What follows belongs to an exercise in optimizing a design on an open flow for small area; a production flow would make more cautious choices.
In this exercise RTL edits were held to simulation tests only and were not proved equivalent to the original.

// rp_lock_top
module rp_lock_top (
  input  logic         adc_clk,
  input  logic         rst_n_i,
  input  logic [31:0]  adc_dat_i,
  input  logic         digital_loop_i,
  input  logic [93:0]  pid_cfg_i,
  input  logic [83:0]  limit_cfg_i,
  output logic [13:0]  dac_dat_o,
  output logic         dac_sel_o,
  output logic [3:0]   railed_o
);
Settings: LEC_CHECK=0, CAP_MARGIN=5, CORE_MARGIN=2, CORE_UTILIZATION=40, GPL_TIMING_DRIVEN=0, SLEW_MARGIN=5, SYNTH_HIERARCHICAL=1, SYNTH_MINIMUM_KEEP_SIZE=0; clock period 13.0 ns.
standard.sh (not shown) runs the stock make flow with config.mk's settings and CLKGATE_MAP_FILE= SYNTH_SCRIPT=/design/flow/synth_recipe.tcl, a recipe that flattens the netlist after the stock synthesis.
==> flow/flow/run.sh <==
#!/bin/bash
# Layout flow: the standard ORFS flow (standard.sh, with its unchanged synthesis), with
#  - the buffers Yosys/ABC inserted removed at floorplan (repair_design later buffers what
#    the placed design needs),
#  - the port buffers that global placement inserts made of the smallest buffer cell,
#  - after placement repair, cells on paths with spare slack sized down (flow/recover.tcl),
#  - clock tree synthesis without dummy load cells (ORFS's CTS arguments otherwise).
# make's full output goes to flow_make.log; each ORFS step logs under orfs/logs/.
set -euo pipefail
cd "$(dirname "$0")/.."
bash standard.sh \
  REMOVE_ABC_BUFFERS=1 \
  BUFFER_PORTS_ARGS="-buffer_cell sky130_fd_sc_hd__buf_1" \
  POST_RESIZE_TCL="$PWD/flow/recover.tcl" \
  CTS_ARGS="-sink_clustering_enable -repair_clock_nets -dont_use_dummy_load" \
  finish > flow_make.log 2>&1
==> flow/flow/recover.tcl <==
# After placement repair: downsize cells on paths that have slack to spare (the
# resizer's power recovery), so that cells Yosys/ABC sized up for speed shrink back.
log_cmd estimate_parasitics -placement
log_cmd repair_timing -recover_power 100 -setup_margin 0.1
report_worst_slack
Next try:
--- a/flow/flow/run.sh
+++ b/flow/flow/run.sh
@@ -5,5 +5,5 @@
 #  - the port buffers that global placement inserts made of the smallest buffer cell,
 #  - after placement repair, cells on paths with spare slack sized down (flow/recover.tcl),
-#  - clock tree synthesis without dummy load cells (ORFS's CTS arguments otherwise).
+#  - clock tree synthesis without dummy load cells, from clkbuf_8 leaf buffers driving small clusters.
 # make's full output goes to flow_make.log; each ORFS step logs under orfs/logs/.
 set -euo pipefail
@@ -13,4 +13,4 @@
   BUFFER_PORTS_ARGS="-buffer_cell sky130_fd_sc_hd__buf_1" \
   POST_RESIZE_TCL="$PWD/flow/recover.tcl" \
-  CTS_ARGS="-sink_clustering_enable -repair_clock_nets -dont_use_dummy_load" \
+  CTS_ARGS="-sink_clustering_enable -repair_clock_nets -dont_use_dummy_load -root_buf sky130_fd_sc_hd__clkbuf_16 -buf_list sky130_fd_sc_hd__clkbuf_8 -sink_clustering_size 10 -sink_clustering_max_diameter 60" \
   finish > flow_make.log 2>&1
==> flow/flow/recover.tcl (replaced) <==
# After placement repair: downsize cells on paths that have slack to spare (the
# resizer's power recovery), so that cells Yosys/ABC sized up for speed shrink back.
log_cmd estimate_parasitics -placement
log_cmd repair_timing -recover_power 100 -setup_margin 0.5
report_worst_slack
Settings changed: PLACE_DENSITY set to 0.7.
=>
- The changed run went through all stages and came out clean
- synthesized area is unchanged
- die area stays the same
- routed wire length went down by about 2.4%
- hold slack got worse by 0.013 ns
- worst setup slack degrades by 0.063 ns
- critical path depth rises by 1
- sequential share of layout area stays flat
- final area decreases by about 0.75%
- count of clock-buffer cells in the layout stays the same
Next try:
Settings changed: PLACE_DENSITY 0.7 to unset.
=> The new run completed with no timing, DRC or antenna violations. Design area is about the same. Worst hold slack is better by 0.012 ns. Sequential cell count stays the same. Non-clock buffer count grows by 9. Worst setup slack is better by 0.0038 ns. Global-route usage grows by 0.92 points. Area after synthesis does not change. Fmax stays flat. Routed wire length grows by a few percent.
Next try:
Settings changed: PLACE_DENSITY set to 0.6.
=> The new run finished with timing, DRC and antenna clean. Sequential share of layout area is unchanged. Final cell count does not change. Register-to-register slack hardly moves. Synthesized cell count is unchanged. Final area is unchanged. Global-route usage does not change. Critical path depth stays the same.
Next try:
--- a/flow/flow/run.sh
+++ b/flow/flow/run.sh
@@ -4,5 +4,6 @@
 #    the placed design needs),
 #  - the port buffers that global placement inserts made of the smallest buffer cell,
-#  - after placement repair, cells on paths with spare slack sized down (flow/recover.tcl),
+#  - after floorplan and again after placement repair, cells on paths with spare slack sized
+#    down (flow/recover_fp.tcl, flow/recover.tcl),
 #  - clock tree synthesis without dummy load cells, from clkbuf_8 leaf buffers driving small clusters.
 # make's full output goes to flow_make.log; each ORFS step logs under orfs/logs/.
@@ -12,4 +13,5 @@
   REMOVE_ABC_BUFFERS=1 \
   BUFFER_PORTS_ARGS="-buffer_cell sky130_fd_sc_hd__buf_1" \
+  POST_FLOORPLAN_TCL="$PWD/flow/recover_fp.tcl" \
   POST_RESIZE_TCL="$PWD/flow/recover.tcl" \
   CTS_ARGS="-sink_clustering_enable -repair_clock_nets -dont_use_dummy_load -root_buf sky130_fd_sc_hd__clkbuf_16 -buf_list sky130_fd_sc_hd__clkbuf_8 -sink_clustering_size 10 -sink_clustering_max_diameter 60" \
==> flow/flow/recover_fp.tcl (new file) <==
# After floorplan (before placement, so with ideal wires): downsize cells that synthesis
# sized up for speed, keeping 1.0 ns of setup slack for the wires; placement and the
# later repair steps size up or buffer again wherever the placed design needs it.
log_cmd repair_timing -recover_power 100 -setup_margin 1.0
report_worst_slack
Settings changed: PLACE_DENSITY 0.6 to 0.7.
What happened: Cell count barely changes. Global-route usage shrinks by 0.64 points. Core utilization hardly moves. Synthesized area does not change. Die area is unchanged. Worst setup slack improves by 0.044 ns. Cell area barely changes.

==> port drivers added, routing unchanged <==
In the flow no input, the clock included, has a driving cell. The finished layouts below were timed again as built, in two steps.
Step 1: set_driving_cell puts a clkbuf_16 on adc_clk and a buf_2 on each other input, an assumption about the parent block.
Step 2, shift: input delay + t, output delay - t, t = (earliest + latest rising clock arrival at the registers) / 2. This alone moves slack from input paths to output paths.
a / b / c = ideal ports / drivers / drivers and shift; a / b = the first two.
run	t, ns	slack for setup (ns)	hold WS [ns]	worst register clock-pin slew, ns
the first run	0.544	0.526 / 0.551 / 0.007	0.420 / 0.420 / 0.420	0.08 / 0.08
the second run	0.461	0.464 / 0.494 / 0.033	0.407 / 0.407 / 0.407	0.10 / 0.10
the third run	0.494	0.468 / 0.492 / -0.002	0.419 / 0.419 / 0.419	0.11 / 0.11
the fourth run	0.494	0.468 / 0.492 / -0.002	0.419 / 0.419 / 0.419	0.11 / 0.11
the fifth run	0.468	0.512 / 0.536 / 0.068	0.446 / 0.446 / 0.446	0.10 / 0.10
Met with ideal ports but missed after step 2: setup timing in the third run and the fourth run. The setup slack of the first run, which loses most, moves by +0.025 ns with the drivers and by -0.519 ns with both steps.
